From an optimization exercise on the open Yosys and OpenROAD flow, aimed at small area and a short achievable clock period; shortcuts taken in it are not production practice.
At most, simulation tests tie the RTL to the original design; equivalence was not proved.

==> v22 <==
==> flow/design.v (excerpt) <==
module dds_fir_gen (
   input  logic        aclk_0,
   input  logic        aresetn_0,
   input  logic [31:0] pinc_0,
   output logic [31:0] m_axis_data_tdata_0,
   output logic        M_AXIS_DATA_0_tvalid
);
Settings: LEC_CHECK=0, CAP_MARGIN=20, CORE_MARGIN=2, CORE_UTILIZATION=40, SETUP_SLACK_MARGIN=4.5, SLEW_MARGIN=20, SYNTH_HIERARCHICAL=1; clock period 8.0 ns.
run.sh (not shown) runs the stock make flow with config.mk's settings and CLKGATE_MAP_FILE= SYNTH_SCRIPT=/design/flow/synth_recipe.tcl, a recipe that flattens the netlist after the stock synthesis.
==> inputs of v21, as changes to v22 <==
Settings changed: CORE_UTILIZATION 40 to 55, CTS_BUF_LIST from default to sky130_fd_sc_hd__clkbuf_4 sky130_fd_sc_hd__clkbuf_8, CTS_CLUSTER_SIZE from default to 30.
==> run notes <==
In v22 the final area is larger than in v21, by about 1.6%.
Between v22 and v21, the lower critical path depth is in v21 (gap 1).
Between v21 and v22, the lower global-route usage is in v22 (gap 8.1 points).
Flip-flop and latch count is the same in v22 and v21.
Against v21, the first-iteration DRC count of v22 is smaller by about 20%.
In synthesized cell count, v21 and v22 do not differ.
Of v21 and v22, v21 has the higher core utilization (gap 16 points).
Clock skew is about the same in v21 and v22.
In v21 the hold slack is lower than in v22, by 0.018 ns.
Function was not checked in any run of this note: the RTL went through the layout flow alone.

---

==> trial 38: inputs <==
dds_fir_gen, a different RTL version from the one above (not shown whole).
Settings: LEC_CHECK=0, CAP_MARGIN=20, CORE_MARGIN=2, CORE_UTILIZATION=55, CTS_BUF_LIST=sky130_fd_sc_hd__clkbuf_8 sky130_fd_sc_hd__clkbuf_16, CTS_CLUSTER_DIAMETER=50, CTS_CLUSTER_SIZE=20, SETUP_SLACK_MARGIN=4.9, SLEW_MARGIN=20, SYNTH_HIERARCHICAL=1; clock period 8.0 ns.
==> build 71: changes against trial 38 <==
==> flow/config.mk (replaced) <==
export PLATFORM = sky130hd
export DESIGN_NAME = dds_fir_gen
export DESIGN_NICKNAME = dds_fir_gen
export VERILOG_FILES = /design/flow/design.v
export SDC_FILE = /design/flow/constraint.sdc
export NUM_CORES = 4
export LEC_CHECK = 0
export CAP_MARGIN = 5
export CORE_MARGIN = 2
export CORE_UTILIZATION = 55
export CTS_BUF_LIST = sky130_fd_sc_hd__clkbuf_16
export CTS_CLUSTER_DIAMETER = 70
export CTS_CLUSTER_SIZE = 25
export SETUP_SLACK_MARGIN = 4.9
export SLEW_MARGIN = 5
export SYNTH_HIERARCHICAL = 1
==> build 88: changes against trial 38 <==
--- a/flow/config.mk
+++ b/flow/config.mk
@@ -9,7 +9,8 @@
 export CORE_MARGIN = 2
 export CORE_UTILIZATION = 55
-export CTS_BUF_LIST = sky130_fd_sc_hd__clkbuf_8 sky130_fd_sc_hd__clkbuf_16
-export CTS_CLUSTER_DIAMETER = 50
-export CTS_CLUSTER_SIZE = 20
+export CTS_BUF_LIST = sky130_fd_sc_hd__clkbuf_16
+export CTS_CLUSTER_DIAMETER = 70
+export CTS_CLUSTER_SIZE = 25
+export PLACE_DENSITY = 0.72
 export SETUP_SLACK_MARGIN = 4.9
 export SLEW_MARGIN = 20
==> trial 41: changes against trial 38 <==
--- a/flow/config.mk
+++ b/flow/config.mk
@@ -9,8 +9,7 @@
 export CORE_MARGIN = 2
 export CORE_UTILIZATION = 55
-export CTS_BUF_LIST = sky130_fd_sc_hd__clkbuf_8 sky130_fd_sc_hd__clkbuf_16
-export CTS_CLUSTER_DIAMETER = 50
-export CTS_CLUSTER_SIZE = 20
-export SETUP_SLACK_MARGIN = 4.9
+export CTS_BUF_LIST = sky130_fd_sc_hd__clkbuf_4 sky130_fd_sc_hd__clkbuf_8
+export CTS_CLUSTER_SIZE = 30
+export SETUP_SLACK_MARGIN = 5.0
 export SLEW_MARGIN = 20
 export SYNTH_HIERARCHICAL = 1
==> summary of the runs <==
Final cell count: trial 41 > trial 38 > build 88 > build 71. Global-route usage: build 71 is lower than build 88 (1.6 points). Build 71 produced a clean layout. Trial 41 completed without violations. Trial 38 finished with timing, DRC and antenna clean. Build 88 completed with no timing, DRC or antenna violations. Utilization: build 71 < build 88 < trial 38 < trial 41. Between trial 41 and build 71, the lower count of clock-buffer cells in the layout is in build 71 (gap 82). Hold slack, lowest first: trial 41, trial 38, build 71, build 88. In flip-flop and latch count, trial 38 and build 71 do not differ. Clock skew: trial 38 < build 71 < build 88 < trial 41. Synthesized cell count is the same in build 71 and trial 41.
==> figures <==
Detail Route met3 WL: build 88 3990 µm; trial 41 3310 µm; trial 38 3630 µm; build 71 3400 µm
Final-stage net count: build 88 2,455; trial 41 2,505; trial 38 2,464; build 71 2,451
Area used by multi-input combinational logic: build 88 13,500 µm²; trial 41 13,600 µm²; trial 38 13,500 µm²; build 71 13,500 µm²
Critical Path Start Type: build 88 flop; trial 41 input pin; trial 38 flop; build 71 flop
Part of the cycle the worst path needs: build 88 38.5%; trial 41 37.4%; trial 38 38.0%; build 71 38.2%
Area of all placed cells without fillers: build 88 25,900 µm²; trial 41 26,600 µm²; trial 38 26,200 µm²; build 71 25,700 µm²
Setup slack at placement: build 88 4290 ps; trial 41 4160 ps; trial 38 4290 ps; build 71 4290 ps
Status: build 88 timing/DRC/antenna clean; trial 41 timing/DRC/antenna clean; trial 38 timing/DRC/antenna clean; build 71 timing/DRC/antenna clean
Area post-placement: build 88 24,500 µm²; trial 41 24,600 µm²; trial 38 24,500 µm²; build 71 24,500 µm²
Number of global-route vias before repair: build 88 16,200; trial 41 16,400; trial 38 16,100; build 71 15,900
Buffer cell driving the clock tree root: build 88 sky130_fd_sc_hd__clkbuf_16; trial 41 sky130_fd_sc_hd__clkbuf_8; trial 38 sky130_fd_sc_hd__clkbuf_16; build 71 sky130_fd_sc_hd__clkbuf_16
Slew at the pin closest to its max-slew limit: build 88 971 ps; trial 41 1030 ps; trial 38 994 ps; build 71 1010 ps
# clk buffers: build 88 29; trial 41 109; trial 38 42; build 71 27
Number of fillers in the final layout: build 88 3,335; trial 41 3,297; trial 38 3,352; build 71 3,400
GR Util met3: build 88 4.54%; trial 41 4.96%; trial 38 5.08%; build 71 4.40%
Share of cells above drive strength 1: build 88 13.7%; trial 41 19.6%; trial 38 13.9%; build 71 12.4%
Utilization after layout: build 88 61.6%; trial 41 63.3%; trial 38 62.3%; build 71 61.2%

---

==> trial 13 <==
dds_fir_gen, a different RTL version from the one above (not shown whole).
==> module dds_sine, before the edit <==
module dds_sine (
   input  logic               clk,
   input  logic               rst_n,
   input  logic [31:0]        pinc,
   output logic [15:0]        sample
);
   logic [10:0] lo_q, mid_q;
   logic [9:0]  hi_q;
   logic        c1_q, c2_q;
   logic [11:0] lo_sum, mid_sum;
   logic [9:0]  a1_q, a2_q, a3_q;
   logic [15:0] m4_q;
   logic [9:0]  fold;
   logic [14:0] mag;
   logic [15:0] samp_q;
   assign lo_sum  = {1'b0, lo_q} + {1'b0, pinc[10:0]};
   assign mid_sum = {1'b0, mid_q} + {1'b0, pinc[21:11]} + {11'd0, c1_q};
   always_ff @(posedge clk or negedge rst_n) begin
      if (!rst_n) begin
         lo_q  <= '0;
         mid_q <= '0;
         hi_q  <= '0;
         c1_q  <= 1'b0;
         c2_q  <= 1'b0;
      end else begin
         lo_q  <= lo_sum[10:0];
         c1_q  <= lo_sum[11];
         mid_q <= mid_sum[10:0];
         c2_q  <= mid_sum[11];
         hi_q  <= hi_q + pinc[31:22] + {9'd0, c2_q};
      end
   end
   assign fold = {a1_q[9], a1_q[8] ? 9'd256 - {1'b0, a1_q[7:0]} : {1'b0, a1_q[7:0]}};
   dds_sine_rom u_rom (.a(a3_q[8:0]), .mag(mag));
   always_ff @(posedge clk) begin
      a1_q   <= hi_q + {9'd0, c2_q} + {9'd0, c1_q & (&mid_q)};
      a2_q   <= fold;
      a3_q   <= a2_q;
      m4_q   <= {a3_q[9], mag};
      samp_q <= (m4_q[15] ? -{1'b0, m4_q[14:0]} : {1'b0, m4_q[14:0]}) ^ 16'h8000;
   end
   assign sample = samp_q;
endmodule
export LEC_CHECK = 0
export CAP_MARGIN = 20
export CORE_MARGIN = 2
export CORE_UTILIZATION = 40
export SETUP_SLACK_MARGIN = 4.5
export SLEW_MARGIN = 20
export SYNTH_HIERARCHICAL = 1
create_clock -name core_clock -period 8.0 [get_ports {aclk_0}]
==> build 22 (differences from trial 13) <==
--- a/flow/design.v
+++ b/flow/design.v
@@ -15,4 +15,3 @@
    logic [11:0] lo_sum, mid_sum;
-   logic [9:0]  a1_q, a2_q, a3_q;
-   logic [15:0] m4_q;
+   logic [9:0]  a1_q, a2_q, a3_q, a4_q;
    logic [9:0]  fold;
@@ -38,3 +37,3 @@
    assign fold = {a1_q[9], a1_q[8] ? 9'd256 - {1'b0, a1_q[7:0]} : {1'b0, a1_q[7:0]}};
-   dds_sine_rom u_rom (.a(a3_q[8:0]), .mag(mag));
+   dds_sine_rom u_rom (.a(a4_q[8:0]), .mag(mag));
    always_ff @(posedge clk) begin
@@ -43,4 +42,4 @@
       a3_q   <= a2_q;
-      m4_q   <= {a3_q[9], mag};
-      samp_q <= (m4_q[15] ? -{1'b0, m4_q[14:0]} : {1'b0, m4_q[14:0]}) ^ 16'h8000;
+      a4_q   <= a3_q;
+      samp_q <= (a4_q[9] ? -{1'b0, mag} : {1'b0, mag}) ^ 16'h8000;
    end
Settings changed: SETUP_SLACK_MARGIN 4.5 to unset.
==> build 53 (differences from trial 13) <==
--- a/flow/design.v
+++ b/flow/design.v
@@ -15,4 +15,3 @@
    logic [11:0] lo_sum, mid_sum;
-   logic [9:0]  a1_q, a2_q, a3_q;
-   logic [15:0] m4_q;
+   logic [9:0]  a1_q, a2_q, a3_q, a4_q;
    logic [9:0]  fold;
@@ -38,3 +37,3 @@
    assign fold = {a1_q[9], a1_q[8] ? 9'd256 - {1'b0, a1_q[7:0]} : {1'b0, a1_q[7:0]}};
-   dds_sine_rom u_rom (.a(a3_q[8:0]), .mag(mag));
+   dds_sine_rom u_rom (.a(a4_q[8:0]), .mag(mag));
    always_ff @(posedge clk) begin
@@ -43,4 +42,4 @@
       a3_q   <= a2_q;
-      m4_q   <= {a3_q[9], mag};
-      samp_q <= (m4_q[15] ? -{1'b0, m4_q[14:0]} : {1'b0, m4_q[14:0]}) ^ 16'h8000;
+      a4_q   <= a3_q;
+      samp_q <= (a4_q[9] ? -{1'b0, mag} : {1'b0, mag}) ^ 16'h8000;
    end
Settings changed: SETUP_SLACK_MARGIN 4.5 to 4.7.
==> run notes <==
- The highest count of clock-buffer cells in the layout belongs to build 22, the lowest to trial 13.
- Of trial 13 and build 53, build 53 has the higher non-clock buffer count (gap 130).
- Die area is the same in build 53 and build 22.
- In build 53 the area after synthesis is lower than in trial 13, by about 0.5%.
==> figures <==
metric	build 53	trial 13	build 22
Status	finished clean	finished clean	finished clean
CP endpoint	y_q[23]$_DFF_PN0_	y_q[21]$_DFF_PN0_	u_sine.samp_q[14]$_DFF_P_
Synth Area per Inst	12.5 um^2	12.5 um^2	12.5 um^2
Ratio of layout area to synthesized area	1.251x	1.148x	1.128x
Routed WL per cell	22.3 um	23.0 um	23.4 um
DRT met1 WL	29000 um	29800 um	30700 um
Later-pin clock latency in the skew report	0.58 ns	0.59 ns	0.59 ns
Number of cells in the finished layout apart from fillers	3120	2994	2971
Share of final-layout standard cells stronger than drive strength 1	33.0%	16.2%	11.2%
R2R cell count	12	10	23
Setup Fix Bufs, Post-CTS	109	10	0
No functional check of the RTL was part of trial 13.

## re-timing with driven ports
The flow's constraints put no driver on any port. The routed layouts listed below were extracted and timed again, unchanged, in two steps.
Step 1, drivers: a clkbuf_16 drives aclk_0 and a buf_2 each remaining input, both assumed.
Step 2 moves the port delays by t, midway between the first and last clock arrival at a register: inputs arrive t later, outputs are due t later. That takes back most of the time a late clock gives input paths.
Slacks: no drivers / after step 1 / after step 2; pairs: no drivers / after step 1.
run | t (ns) | setup slack, ns | clock arrival spread, ns | pins driven straight from the clock port
v22 | 0.646 | 4.396 / 4.396 / 4.094 | 0.031 / 0.032 | 1
v21 | 0.704 | 4.515 / 4.515 / 4.139 | 0.037 / 0.037 | 1
trial 38 | 0.618 | 4.957 / 4.903 / 4.409 | 0.016 / 0.016 | 1
build 71 | 0.647 | 4.944 / 4.891 / 4.344 | 0.029 / 0.029 | 1
build 88 | 0.657 | 4.917 / 4.874 / 4.373 | 0.051 / 0.051 | 1
trial 41 | 0.674 | 5.011 / 5.020 / 4.355 | 0.045 / 0.045 | 1
trial 13 | 0.643 | 4.497 / 4.497 / 4.151 | 0.025 / 0.025 | 1
build 22 | 0.639 | 2.757 / 2.757 / 2.757 | 0.025 / 0.025 | 1
build 53 | 0.626 | 4.444 / 4.444 / 4.165 | 0.026 / 0.026 | 1
After both steps every run listed still meets setup and hold. For trial 41, which loses most, drivers alone change the setup slack by +0.009 ns; drivers and shift together by -0.656 ns.
